Source: an optimization exercise on an open RTL-to-GDS flow (aim: small area and a short achievable clock period). Production flows keep margins and buffers that such runs may drop. Where RTL was checked, it was by simulation tests only, not by an equivalence proof against the original. Power is estimated from default activity; no workload was simulated.

==> flow/design.v (excerpt) <==
module ddr5_dimm_responder (
  input  logic        clk,
  input  logic        rst,
  input  logic        cmd_valid,
  input  logic [2:0]  cmd_type,
  input  logic        cmd_channel,
  input  logic [2:0]  cmd_bg,
  input  logic [1:0]  cmd_bank,
  input  logic [15:0] cmd_row,
  input  logic [5:0]  cmd_col,
  output logic        rd_valid,
  output logic [26:0] rd_tag,
  output logic        wr_ack,
  output logic [26:0] wr_tag,
  output logic        err_valid,
  output logic [2:0]  err_code,
  output logic [5:0]  open_banks
);
  localparam logic [6:0]   T_ACT_LD = 7'b0110000;   
  localparam logic [6:0]   T_PRE_LD = 7'b1000010;   
  localparam logic [127:0] OPEN_SET = 128'h00040560043368510238258d164a1301;
  logic [2:0]  eff;
  assign eff = (cmd_valid && !cmd_channel) ? cmd_type : 3'd0;
  logic [2:0]  p_type;
  logic [4:0]  p_idx;
  logic [15:0] p_row;
  logic [5:0]  p_col;
  always_ff @(posedge clk) begin
    p_type <= eff;
    p_idx  <= {cmd_bg, cmd_bank};
  ...
Settings: LEC_CHECK=0, CAP_MARGIN=20, CORE_MARGIN=2, CORE_UTILIZATION=40, SLEW_MARGIN=20; clock period 20.0 ns.
standard.sh (not shown) runs the stock make flow with config.mk's settings and CLKGATE_MAP_FILE= SYNTH_SCRIPT=/design/flow/synth_recipe.tcl, a recipe that flattens the netlist after the stock synthesis.
==> flow/flow/run.sh <==
#!/bin/bash
# Standard ORFS layout (the standard.sh) with extra optimisation effort: repair_timing is
# asked to leave extra setup margin, cells may be resized across footprints, and the clock
# tree uses larger sink clusters without dummy loads. The timing constraints
# (constraint.sdc) are unchanged.
set -euo pipefail
source flow/knobs.sh
bash standard.sh SETUP_SLACK_MARGIN=$MARGIN MATCH_CELL_FOOTPRINT=0 "CTS_ARGS=$CTS" finish > standard_make.log 2>&1
==> flow/flow/knobs.sh <==
MARGIN=14.8
CTS="-sink_clustering_enable -repair_clock_nets -dont_use_dummy_load -sink_clustering_size 30 -sink_clustering_max_diameter 80"
The starting point completed without violations.
Change:
==> flow/flow/run.sh (replaced) <==
#!/bin/bash
# Standard ORFS layout (the standard.sh) with extra optimisation effort: repair_timing is
# asked to leave extra setup margin, cells may be resized across footprints, and the clock
# tree uses larger sink clusters without dummy loads. The timing constraints
# (constraint.sdc) are unchanged; every port still gets a buffer.
set -euo pipefail
source flow/knobs.sh
bash standard.sh SETUP_SLACK_MARGIN=$MARGIN MATCH_CELL_FOOTPRINT=0 "CTS_ARGS=$CTS" "BUFFER_PORTS_ARGS=$PORTBUF" $EXTRA finish > standard_make.log 2>&1
==> flow/flow/knobs.sh (replaced) <==
MARGIN=14.7
CTS="-sink_clustering_enable -repair_clock_nets -dont_use_dummy_load -sink_clustering_size 30 -sink_clustering_max_diameter 80"
PORTBUF="-buffer_cell sky130_fd_sc_hd__buf_2"
EXTRA=""
- clock power barely changes
- clock-buffer cell count does not change
- die area stays the same
- setup slack improved by 0.0030 ns
- global-route usage shrinks by 0.22 points
- wire length shrinks by 0.67%
- final area shrinks by about 1.3%
- via count shrinks by 1.3%
- cell count shrinks by about 0.9%
Change:
==> flow/flow/run.sh (replaced) <==
#!/bin/bash
# Standard ORFS layout (the standard.sh) with extra optimisation effort: repair_timing is
# asked to leave extra setup margin, and cells may be resized across footprints. The timing
# constraints (constraint.sdc) are unchanged.
set -euo pipefail
source flow/knobs.sh
bash standard.sh SETUP_SLACK_MARGIN=$MARGIN MATCH_CELL_FOOTPRINT=0 $EXTRA finish > standard_make.log 2>&1
==> flow/flow/knobs.sh (replaced) <==
MARGIN=14.6
EXTRA=""
What happened: The changed run finished with timing, DRC and antenna clean. Register-to-register slack is worse by 0.13 ns. First-iteration DRC count goes down by a few percent. Setup slack is worse by 0.0092 ns. Cell area goes up by a little under a tenth.
No run of this note included a check of the RTL's function; only the layout flow was run.


ddr5_dimm_responder, a different RTL version from the one above (not shown whole).
For scale: ~2900 cells after synthesis, about 1200 flip-flops, about 100 I/O pins, ~44000 µm² of cells after synthesis.
// ddr5_dimm_responder
module ddr5_dimm_responder (
  input  logic        clk,
  input  logic        rst,
  input  logic        cmd_valid,
  input  logic [2:0]  cmd_type,
  input  logic        cmd_channel,
  input  logic [2:0]  cmd_bg,
  input  logic [1:0]  cmd_bank,
  input  logic [15:0] cmd_row,
  input  logic [5:0]  cmd_col,
  output logic        rd_valid,
  output logic [26:0] rd_tag,
  output logic        wr_ack,
  output logic [26:0] wr_tag,
  output logic        err_valid,
  output logic [2:0]  err_code,
  output logic [5:0]  open_banks
);
  localparam logic [6:0]   T_ACT_LD = 7'b0110000;   
  localparam logic [6:0]   T_PRE_LD = 7'b1000010;   
  localparam logic [127:0] OPEN_SET = 128'h00040560043368510238258d164a1301;
  logic [2:0]  eff;
  assign eff = (cmd_valid && !cmd_channel) ? cmd_type : 3'd0;
  logic [2:0]  p_type;
  logic [4:0]  p_idx;
  logic [15:0] p_row;
  logic [5:0]  p_col;
  always_ff @(posedge clk) begin
    p_type <= eff;
    p_idx  <= {cmd_bg, cmd_bank};
    p_row  <= cmd_row;
    p_col  <= cmd_col;
  end
  logic dec_q;   
  always_ff @(posedge clk or posedge rst) begin
    if (rst) dec_q <= 1'b0;
    else     dec_q <= !dec_q && (eff == 3'd1 || eff == 3'd3 || eff == 3'd5);
  end
  logic [4:0] idx_in;
  assign idx_in = {cmd_bg, cmd_bank};
  ...
==> flow/config.mk <==
export PLATFORM = sky130hd
export DESIGN_NAME = ddr5_dimm_responder
export DESIGN_NICKNAME = ddr5_dimm_responder
export VERILOG_FILES = /design/flow/design.v
export SDC_FILE = /design/flow/constraint.sdc
export NUM_CORES = 4
export LEC_CHECK = 0
export CAP_MARGIN = 20
export CORE_MARGIN = 2
export CORE_UTILIZATION = 40
export SLEW_MARGIN = 20
==> flow/constraint.sdc <==
create_clock -name core_clock -period 20.0 [get_ports {clk}]
set_input_delay 4.0000 -clock core_clock [delete_from_list [all_inputs] [get_ports {clk}]]
set_output_delay 4.0000 -clock core_clock [all_outputs]
set_load 0.01 [all_outputs]
==> flow/flow/run.sh <==
#!/bin/bash
# Standard ORFS layout (the standard.sh) with extra optimisation effort:
# - the platform's don't-use list plus the 4-input NOR/OR cells (slow stacked PMOS), so
#   synthesis builds the input-side compare trees from faster gates;
# - repair_timing asked to leave extra setup margin, cells resized across footprints;
# - port buffers of a fixed small cell, clock tree with larger sink clusters and no dummy loads.
# The timing constraints (constraint.sdc) are unchanged; every port still gets a buffer.
set -euo pipefail
source flow/knobs.sh
DONT_USE="$(tr '\n' ' ' < flow/dont_use.txt)"
bash standard.sh SETUP_SLACK_MARGIN=$MARGIN MATCH_CELL_FOOTPRINT=0 "DONT_USE_CELLS=$DONT_USE" \
  "CTS_ARGS=$CTS" "BUFFER_PORTS_ARGS=$PORTBUF" $EXTRA finish > standard_make.log 2>&1
==> flow/flow/knobs.sh <==
MARGIN=14.8
CTS="-sink_clustering_enable -repair_clock_nets -dont_use_dummy_load -sink_clustering_size 30 -sink_clustering_max_diameter 60"
PORTBUF="-buffer_cell sky130_fd_sc_hd__buf_2"
EXTRA="CORE_UTILIZATION=45"
Other scripts of this flow, unchanged in this note and not shown: flow/flow/dont_use.txt
Then changed:
==> flow/flow/knobs.sh (replaced) <==
MARGIN=14.7
CTS="-sink_clustering_enable -repair_clock_nets -dont_use_dummy_load -sink_clustering_size 30 -sink_clustering_max_diameter 60"
PORTBUF="-buffer_cell sky130_fd_sc_hd__buf_2"
EXTRA="CORE_UTILIZATION=50"
Outcome: Register-to-register slack got worse by 0.24 ns; synthesized cell count is unchanged; design area came out lower by 0.59%; power came out higher by 0.39%; first-iteration DRC count decreases by 3.6%; final cell count fell by about 3.3%; worst setup slack gets worse by 0.13 ns; global-route usage is higher by 3.1 points; sequential share of layout area rose by 0.40 points; routed wire length barely changes; clock-buffer cell count rises by 2.
Then changed:
==> flow/flow/knobs.sh (replaced) <==
MARGIN=14.8
CTS="-sink_clustering_enable -repair_clock_nets -dont_use_dummy_load -sink_clustering_size 30 -sink_clustering_max_diameter 60"
PORTBUF="-buffer_cell sky130_fd_sc_hd__buf_2"
EXTRA="CAP_MARGIN=10 SLEW_MARGIN=10"
=> The new run produced a clean layout; clock skew grows by 0.0075 ns; via count shrinks by 0.90%; wire length shrinks by about 4.5%; setup slack is better by 0.11 ns; final area stays flat; register-to-register slack is better by 0.27 ns; power shrinks by about 3.7%; cell count grows by about 6%; critical path depth shrinks by 8.
Then changed:
==> flow/flow/knobs.sh (replaced) <==
MARGIN=14.8
CTS="-sink_clustering_enable -repair_clock_nets -dont_use_dummy_load -sink_clustering_size 40 -sink_clustering_max_diameter 50"
PORTBUF="-buffer_cell sky130_fd_sc_hd__buf_2"
EXTRA=""
After rerunning:
- cell area climbs by about 2%
- count of clock-buffer cells in the layout came out higher by 34
- sequential power is about the same
- register-to-register slack got worse by 0.03 ns
- worst setup slack gets worse by 0.055 ns
- total power went up by 8.0%
- area after synthesis stays the same
- fmax went down by 1.0%
Then changed:
==> flow/flow/knobs.sh (replaced) <==
MARGIN=14.8
CTS="-sink_clustering_enable -repair_clock_nets -dont_use_dummy_load -sink_clustering_size 30 -sink_clustering_max_diameter 60"
PORTBUF="-buffer_cell sky130_fd_sc_hd__buf_2"
EXTRA=""
What happened:
- power falls by a little under a tenth
- sequential share of layout area is higher by 1.4 points
- final area fell by a few percent
- first-iteration DRC count went down by a few percent
- via count drops slightly
- clock-buffer cell count shrinks by 39
- non-clock buffer count fell by 3
- worst setup slack is better by 0.012 ns
- cell count decreases slightly
- wire length drops slightly
- worst hold slack degrades by 0.010 ns
Then changed:
==> flow/flow/knobs.sh (replaced) <==
MARGIN=14.7
CTS="-sink_clustering_enable -repair_clock_nets -dont_use_dummy_load -sink_clustering_size 30 -sink_clustering_max_diameter 60"
PORTBUF="-buffer_cell sky130_fd_sc_hd__buf_2"
EXTRA="CAP_MARGIN=10 SLEW_MARGIN=10"
Flip-flop and latch count is unchanged.
Design area goes down by about 0.32%.
Setup slack gains 0.036 ns.

[afterwards: timing with drivers on the ports]
The results above use ideal ports. As a check the final layouts listed here were re-extracted and re-timed, cells and wires unchanged.
Step 1 sets driving cells, clkbuf_16 on the clock port and buf_2 on the other inputs (assumed; they add their load-dependent delay and slew).
Step 2, shift: input delay + t, output delay - t, t = (earliest + latest rising clock arrival at the registers) / 2. This alone moves slack from input paths to output paths.
Three values: no drivers, after step 1, after step 2; two values: the first two.
run | shift t [ns] | slack for setup (ns) | cell pins on the clock port's net
the first run of note 1 | 0.706 | 14.645 / 14.688 / 13.982 | 1
the second run of note 1 | 0.713 | 14.648 / 14.679 / 13.966 | 1
the third run of note 1 | 0.768 | 14.639 / 14.629 / 13.919 | 1
the first run of note 2 | 0.707 | 14.786 / 14.725 / 14.117 | 1
the second run of note 2 | 0.716 | 14.651 / 14.651 / 14.059 | 1
the third run of note 2 | 0.688 | 14.761 / 14.712 / 14.117 | 1
the fourth run of note 2 | 0.731 | 14.706 / 14.712 / 14.012 | 1
the fifth run of note 2 | 0.727 | 14.719 / 14.659 / 14.022 | 1
the sixth run of note 2 | 0.691 | 14.755 / 14.704 / 14.107 | 1
After both steps every run listed still meets setup and hold. For the third run of note 1, which loses most, drivers alone change the setup slack by -0.010 ns; drivers and shift together by -0.720 ns.
